Source: an optimization exercise on an open RTL-to-GDS flow (aim: small area, a short achievable clock period and few clock cycles). Production flows keep margins and buffers that such runs may drop. Power and IR drop assume default switching activity.

## the baseline
==> flow/design.v <==
package dvl_pkg;
   localparam int DEFAULT_MAX_FRAMES = 4;
   localparam int HEADER_LEN = 6;
   localparam logic [7:0]  SYNC_BYTE_RST   = 8'h7f;
   localparam logic [7:0]  HEADER_BYTE_RST = 8'h7f;
   localparam logic [15:0] VEL_ID_RST      = 16'h0358;
   localparam logic [15:0] RANGE_ID_RST    = 16'h0458;
   localparam int CSR_IDX_W  = 3;
   localparam int CSR_DATA_W = 16;
   typedef enum logic [CSR_IDX_W-1:0] {
      CSR_SYNC_BYTE   = 3'd0,
      CSR_HEADER_BYTE = 3'd1,
      CSR_VEL_ID      = 3'd2,
      CSR_RANGE_ID    = 3'd3,
      CSR_COUNT_LO    = 3'd4,
      CSR_COUNT_HI    = 3'd5
   } csr_idx_type;
   typedef enum logic [3:0] {
      PH_SYNC    = 4'd0,
      PH_HEADER  = 4'd1,
      PH_SIZE_LO = 4'd2,
      PH_SIZE_HI = 4'd3,
      PH_SPARE   = 4'd4,
      PH_COUNT   = 4'd5,
      PH_OFFSETS = 4'd6,
      PH_WAIT    = 4'd7,
      PH_ID_LO   = 4'd8,
      PH_VEL_SB  = 4'd9,
      PH_VEL_FW  = 4'd10,
      PH_VEL_UP  = 4'd11,
      PH_RANGE   = 4'd12
   } phase_type;
   typedef struct packed {
      logic [7:0]  sync_byte;
      logic [7:0]  header_byte;
      logic [15:0] vel_id;
      logic [15:0] range_id;
   } cfg_type;
   typedef struct packed {
      logic signed [31:0] vel_starboard;
      logic signed [31:0] vel_forward;
      logic signed [31:0] vel_upward;
      logic signed [31:0] bottom_range;
      logic [31:0]        update_count;
   } result_type;
endpackage
module dvl_datagram_velocity_parser_top #(
   parameter int MAX_FRAMES = dvl_pkg::DEFAULT_MAX_FRAMES
) (
   input  logic                              clock,
   input  logic                              reset,
   input  logic                              req_valid,
   output logic                              req_stall,
   input  logic [7:0]                        req_rx_byte,
   output logic                              rsp_valid,
   input  logic                              rsp_stall,
   output logic signed [31:0]                rsp_vel_starboard,
   output logic signed [31:0]                rsp_vel_forward,
   output logic signed [31:0]                rsp_vel_upward,
   output logic signed [31:0]                rsp_bottom_range,
   output logic [31:0]                       rsp_update_count,
   input  logic                              csr_wr_en,
   input  logic [dvl_pkg::CSR_IDX_W-1:0]     csr_index,
   input  logic [dvl_pkg::CSR_DATA_W-1:0]    csr_wdata
);
   localparam int S_SYNC = 0;    
   localparam int S_HEAD = 1;    
   localparam int S_OFF  = 2;    
   localparam int S_WAIT = 3;    
   localparam int S_IDLO = 4;    
   localparam int S_VEL  = 5;    
   localparam int S_RNG  = 6;    
   logic [6:0]  ph;
   logic [15:0] pos;             
   logic [3:0]  sel;             
   logic [3:0]  lastsel;         
   logic        done;            
   logic [3:0]  vcnt;            
   logic [7:0]  off_lo [4];      
   logic [7:0]  off_hi [4];      
   logic [7:0]  vel_b [12];      
   logic [7:0]  rng_b [4];       
   logic [31:0] cnt_live;        
   logic [31:0] cnt_out;         
   logic        out_v;
   logic        stall;
   logic [7:0]  cfg_sync, cfg_hdr;
   logic [15:0] cfg_vel, cfg_rng;
   logic [7:0]  b;
   logic        acc, take, fin, out_v_n;
   logic        hit, is_vel, is_rng, off_last, cnt_bad, tbl_hi;
   logic [6:0]  ph_n, ph_next;
   logic [31:0] cnt_inc, cnt_n;
   logic [7:0]  b_rst;
   logic [7:0]  cur_lo, cur_hi;
   logic [3:0]  tbl_slot;
   assign b         = req_rx_byte;
   assign req_stall = stall;
   assign acc       = req_valid & ~stall;
   assign take      = out_v & ~rsp_stall;
   assign fin       = acc & ph[S_RNG] & (vcnt[1:0] == 2'd3);
   always_ff @(posedge clock) begin
      if (reset) begin
         cfg_sync <= dvl_pkg::SYNC_BYTE_RST;
         cfg_hdr  <= dvl_pkg::HEADER_BYTE_RST;
         cfg_vel  <= dvl_pkg::VEL_ID_RST;
         cfg_rng  <= dvl_pkg::RANGE_ID_RST;
      end else if (csr_wr_en) begin
         case (csr_index)
            3'd0: cfg_sync <= csr_wdata[7:0];
            3'd1: cfg_hdr  <= csr_wdata[7:0];
            3'd2: cfg_vel  <= csr_wdata;
            3'd3: cfg_rng  <= csr_wdata;
            default: ;
         endcase
      end
   end
   always_comb begin
      cur_lo = '0;
      cur_hi = '0;
      for (int s = 0; s < 4; s++) begin
         cur_lo = cur_lo | (off_lo[s] & {8{sel[s]}});
         cur_hi = cur_hi | (off_hi[s] & {8{sel[s]}});
      end
   end
   always_comb begin
      for (int s = 0; s < 4; s++) tbl_slot[s] = (pos[3:1] == 3'(s + 3));
   end
   assign tbl_hi = pos[0];
   assign hit      = (pos == {cur_hi, cur_lo});
   assign is_vel   = ({cur_lo, b} == cfg_vel);
   assign is_rng   = ({cur_lo, b} == cfg_rng);
   assign off_last = tbl_hi & |(tbl_slot & lastsel);
   assign cnt_bad  = (b == 8'd0) || (b > 8'(MAX_FRAMES));
   always_comb begin
      ph_n = '0;
      case (1'b1)
         ph[S_SYNC]: if (b == cfg_sync) ph_n[S_HEAD] = 1'b1; else ph_n[S_SYNC] = 1'b1;
         ph[S_HEAD]: begin
            if ((pos[2:0] == 3'd1 && b != cfg_hdr) || (pos[2:0] == 3'd5 && cnt_bad))
               ph_n[S_SYNC] = 1'b1;
            else if (pos[2:0] == 3'd5)
               ph_n[S_OFF] = 1'b1;
            else
               ph_n[S_HEAD] = 1'b1;
         end
         ph[S_OFF]:  if (off_last) ph_n[S_WAIT] = 1'b1; else ph_n[S_OFF] = 1'b1;
         ph[S_WAIT]: begin
            if (done)     ph_n[S_SYNC] = 1'b1;
            else if (hit) ph_n[S_IDLO] = 1'b1;
            else          ph_n[S_WAIT] = 1'b1;
         end
         ph[S_IDLO]: begin
            if (is_vel)      ph_n[S_VEL]  = 1'b1;
            else if (is_rng) ph_n[S_RNG]  = 1'b1;
            else             ph_n[S_WAIT] = 1'b1;
         end
         ph[S_VEL]:  if (vcnt == 4'd11) ph_n[S_WAIT] = 1'b1; else ph_n[S_VEL] = 1'b1;
         ph[S_RNG]:  if (vcnt[1:0] == 2'd3) ph_n[S_SYNC] = 1'b1; else ph_n[S_RNG] = 1'b1;
         default:    ph_n[S_SYNC] = 1'b1;
      endcase
   end
   assign ph_next = acc ? ph_n : ph;
   always_ff @(posedge clock) begin
      if (reset) ph <= 7'(1 << S_SYNC);
      else       ph <= ph_next;
   end
   always_ff @(posedge clock) begin
      if (acc) begin
         pos <= ph[S_SYNC] ? 16'd1 : pos + 16'd1;
         if (ph[S_HEAD]) begin
            sel     <= 4'b0001;
            done    <= 1'b0;
            for (int s = 0; s < 4; s++) lastsel[s] <= (b[2:0] == 3'(s + 1));
         end
         if (ph[S_IDLO]) begin
            sel  <= {sel[2:0], sel[3]};
            done <= |(sel & lastsel);
         end
         vcnt <= ph[S_IDLO] ? 4'd0 : vcnt + 4'd1;
      end
   end
   always_ff @(posedge clock) begin
      for (int s = 0; s < 4; s++) begin
         if (acc && ((ph[S_OFF] && tbl_slot[s] && !tbl_hi) || (ph[S_WAIT] && hit && sel[s])))
            off_lo[s] <= b;
         if (acc && ph[S_OFF] && tbl_slot[s] && tbl_hi)
            off_hi[s] <= b;
      end
   end
   assign b_rst = b & {8{~reset}};
   always_ff @(posedge clock) begin
      for (int k = 0; k < 12; k++) begin
         if (reset || (acc && ph[S_VEL] && vcnt == 4'(k))) vel_b[k] <= b_rst;
      end
      for (int k = 0; k < 4; k++) begin
         if (acc && ph[S_RNG] && vcnt[1:0] == 2'(k)) rng_b[k] <= b;
      end
   end
   assign cnt_inc = cnt_live + 32'd1;
   always_comb begin
      cnt_n = fin ? cnt_inc : cnt_live;
      if (csr_wr_en && csr_index == 3'd4) cnt_n[15:0]  = csr_wdata;
      if (csr_wr_en && csr_index == 3'd5) cnt_n[31:16] = csr_wdata;
   end
   always_ff @(posedge clock) begin
      if (reset) cnt_live <= '0;
      else       cnt_live <= cnt_n;
      if (fin) cnt_out <= cnt_inc;
   end
   assign out_v_n = fin | (out_v & ~take);
   always_ff @(posedge clock) begin
      if (reset) begin
         out_v <= 1'b0;
         stall <= 1'b0;
      end else begin
         out_v <= out_v_n;
         stall <= out_v_n & (ph_next[S_VEL] | ph_next[S_RNG]);
      end
   end
   assign rsp_valid         = out_v;
   assign rsp_vel_starboard = {vel_b[3], vel_b[2], vel_b[1], vel_b[0]};
   assign rsp_vel_forward   = {vel_b[7], vel_b[6], vel_b[5], vel_b[4]};
   assign rsp_vel_upward    = {vel_b[11], vel_b[10], vel_b[9], vel_b[8]};
   assign rsp_bottom_range  = {rng_b[3], rng_b[2], rng_b[1], rng_b[0]};
   assign rsp_update_count  = cnt_out;
endmodule
Settings: LEC_CHECK=0, CAP_MARGIN=20, CORE_MARGIN=2, CORE_UTILIZATION=40, SETUP_SLACK_MARGIN=2.5, SLEW_MARGIN=20; clock period 4.5 ns.
run.sh (not shown) runs the stock make flow with config.mk's settings and CLKGATE_MAP_FILE= SYNTH_SCRIPT=/design/flow/synth_recipe.tcl, a recipe that flattens the netlist after the stock synthesis.
For the candidate, these inputs were changed with respect to the baseline:
-- flow/design.v --
<<< the baseline, line 74
   logic [15:0] pos;             
   logic [3:0]  sel;             
   logic [3:0]  lastsel;         
   logic        done;            
   logic [3:0]  vcnt;            
   logic [7:0]  off_lo [4];      
   logic [7:0]  off_hi [4];      
   logic [7:0]  vel_b [12];      
   logic [7:0]  rng_b [4];       
>>> the candidate, line 74
   logic [15:0] pos;             
   logic [3:0]  sel;             
   logic        hit;             
   logic [7:0]  pb;              
   logic [3:0]  lastsel;         
   logic        done;            
   logic [3:0]  vcnt;            
   logic [7:0]  off_lo [4];      
   logic [7:0]  off_hi [4];
   logic [7:0]  vel_b [12];      
   logic [7:0]  rng_b [4];       
<<< the baseline, line 89
   logic [7:0]  b;
   logic        acc, take, fin, out_v_n;
   logic        hit, is_vel, is_rng, off_last, cnt_bad, tbl_hi;
   logic [6:0]  ph_n, ph_next;
   logic [31:0] cnt_inc, cnt_n;
   logic [7:0]  b_rst;
   logic [7:0]  cur_lo, cur_hi;
   logic [3:0]  tbl_slot;
>>> the candidate, line 91
   logic [7:0]  b;
   logic        acc, take, fin, out_v_n;
   logic        hit_n, fwd, is_vel, is_rng, off_last, cnt_bad, tbl_hi;
   logic [6:0]  ph_n, ph_next;
   logic [31:0] cnt_inc, cnt_n;
   logic [7:0]  b_rst, b_m1, b_hi_m1;
   logic [7:0]  cur_lo, cur_hi;
   logic [3:0]  tbl_slot;
<<< the baseline, line 128
   end
   assign tbl_hi = pos[0];
   assign hit      = (pos == {cur_hi, cur_lo});
   assign is_vel   = ({cur_lo, b} == cfg_vel);
   assign is_rng   = ({cur_lo, b} == cfg_rng);
   assign off_last = tbl_hi & |(tbl_slot & lastsel);
   assign cnt_bad  = (b == 8'd0) || (b > 8'(MAX_FRAMES));
>>> the candidate, line 130
   end
   assign tbl_hi = pos[0];
   assign is_vel   = ({pb, b} == cfg_vel);
   assign is_rng   = ({pb, b} == cfg_rng);
   assign fwd      = ph[S_OFF] & tbl_hi & tbl_slot[0];
   assign b_m1     = b - 8'd1;
   assign b_hi_m1  = (pb == 8'd0) ? b_m1 : b;
   assign hit_n    = fwd ? (cur_lo == 8'd7 && b == {7'd0, pb == 8'd0})
                         : (pos == {cur_hi, cur_lo});
   assign off_last = tbl_hi & |(tbl_slot & lastsel);
   assign cnt_bad  = (b == 8'd0) || (b > 8'(MAX_FRAMES));
<<< the baseline, line 174
            for (int s = 0; s < 4; s++) lastsel[s] <= (b[2:0] == 3'(s + 1));
         end
         if (ph[S_IDLO]) begin
            sel  <= {sel[2:0], sel[3]};
            done <= |(sel & lastsel);
         end
         vcnt <= ph[S_IDLO] ? 4'd0 : vcnt + 4'd1;
      end
>>> the candidate, line 180
            for (int s = 0; s < 4; s++) lastsel[s] <= (b[2:0] == 3'(s + 1));
         end
         if (ph[S_WAIT] && !done && hit) begin
            sel  <= {sel[2:0], sel[3]};
            done <= |(sel & lastsel);
         end
         hit <= hit_n;
         pb  <= b;
         vcnt <= ph[S_IDLO] ? 4'd0 : vcnt + 4'd1;
      end
<<< the baseline, line 183
   always_ff @(posedge clock) begin
      for (int s = 0; s < 4; s++) begin
         if (acc && ((ph[S_OFF] && tbl_slot[s] && !tbl_hi) || (ph[S_WAIT] && hit && sel[s])))
            off_lo[s] <= b;
         if (acc && ph[S_OFF] && tbl_slot[s] && tbl_hi)
            off_hi[s] <= b;
      end
   end
>>> the candidate, line 191
   always_ff @(posedge clock) begin
      for (int s = 0; s < 4; s++) begin
         if (acc && ph[S_OFF] && tbl_slot[s] && !tbl_hi)
            off_lo[s] <= b_m1;
         if (acc && ph[S_OFF] && tbl_slot[s] && tbl_hi)
            off_hi[s] <= b_hi_m1;
      end
   end
### Flow results
Every run (the candidate and the baseline) finished clean. When the candidate is measured against the baseline, its share of the synthesized area in compound gates (AO/OA/AOI/OAI) turns out 1.1 points higher. Depth of the most critical reg-to-reg path: the candidate lower than the baseline. Summary — switching fraction of total power, the candidate relative to the baseline: higher, by 0.82 points. Against the baseline, core footprint in the candidate rose by a few percent. The cell area of the candidate is higher than that of the baseline. Changes observed in the candidate relative to the baseline: switching power went up about 5%; net count after synthesis went up about 4%; global-route wire length before repair went up about 3%; buffer count from post-CTS setup fixing went up 8; post-route fraction of the period consumed by the critical path went down 12 points. Going from the baseline to the candidate, utilization moved down; count of sequential standard cells increased by 9 relative to the old numbers; non-clock buffer count increased by 4.6% relative to the old numbers; instance area after placement went up by 3.3%.
Function was not checked in any run of this note: the RTL went through the layout flow alone.

## re-timing with driven ports
In the flow no input, the clock included, has a driving cell. The finished layouts below were timed again as built, in two steps. Step 1 sets driving cells, clkbuf_16 on the clock port and buf_2 on the other inputs (assumed; they add their load-dependent delay and slew). Step 2, shift: input delay + t, output delay - t, t = (earliest + latest rising clock arrival at the registers) / 2. This alone moves slack from input paths to output paths. Slacks: ideal / step 1 / step 2; pairs: ideal / step 1.
run	t, ns	setup slack, ns	worst data-port slew with drivers (ns)
the baseline	0.573	1.903 / 1.903 / 1.849	0.07
the candidate	0.576	2.427 / 2.427 / 1.884	0.06
After both steps setup and hold are still met in every run listed. The setup slack of the candidate, which loses most, moves by 0.000 ns with the drivers and by -0.543 ns with both steps.
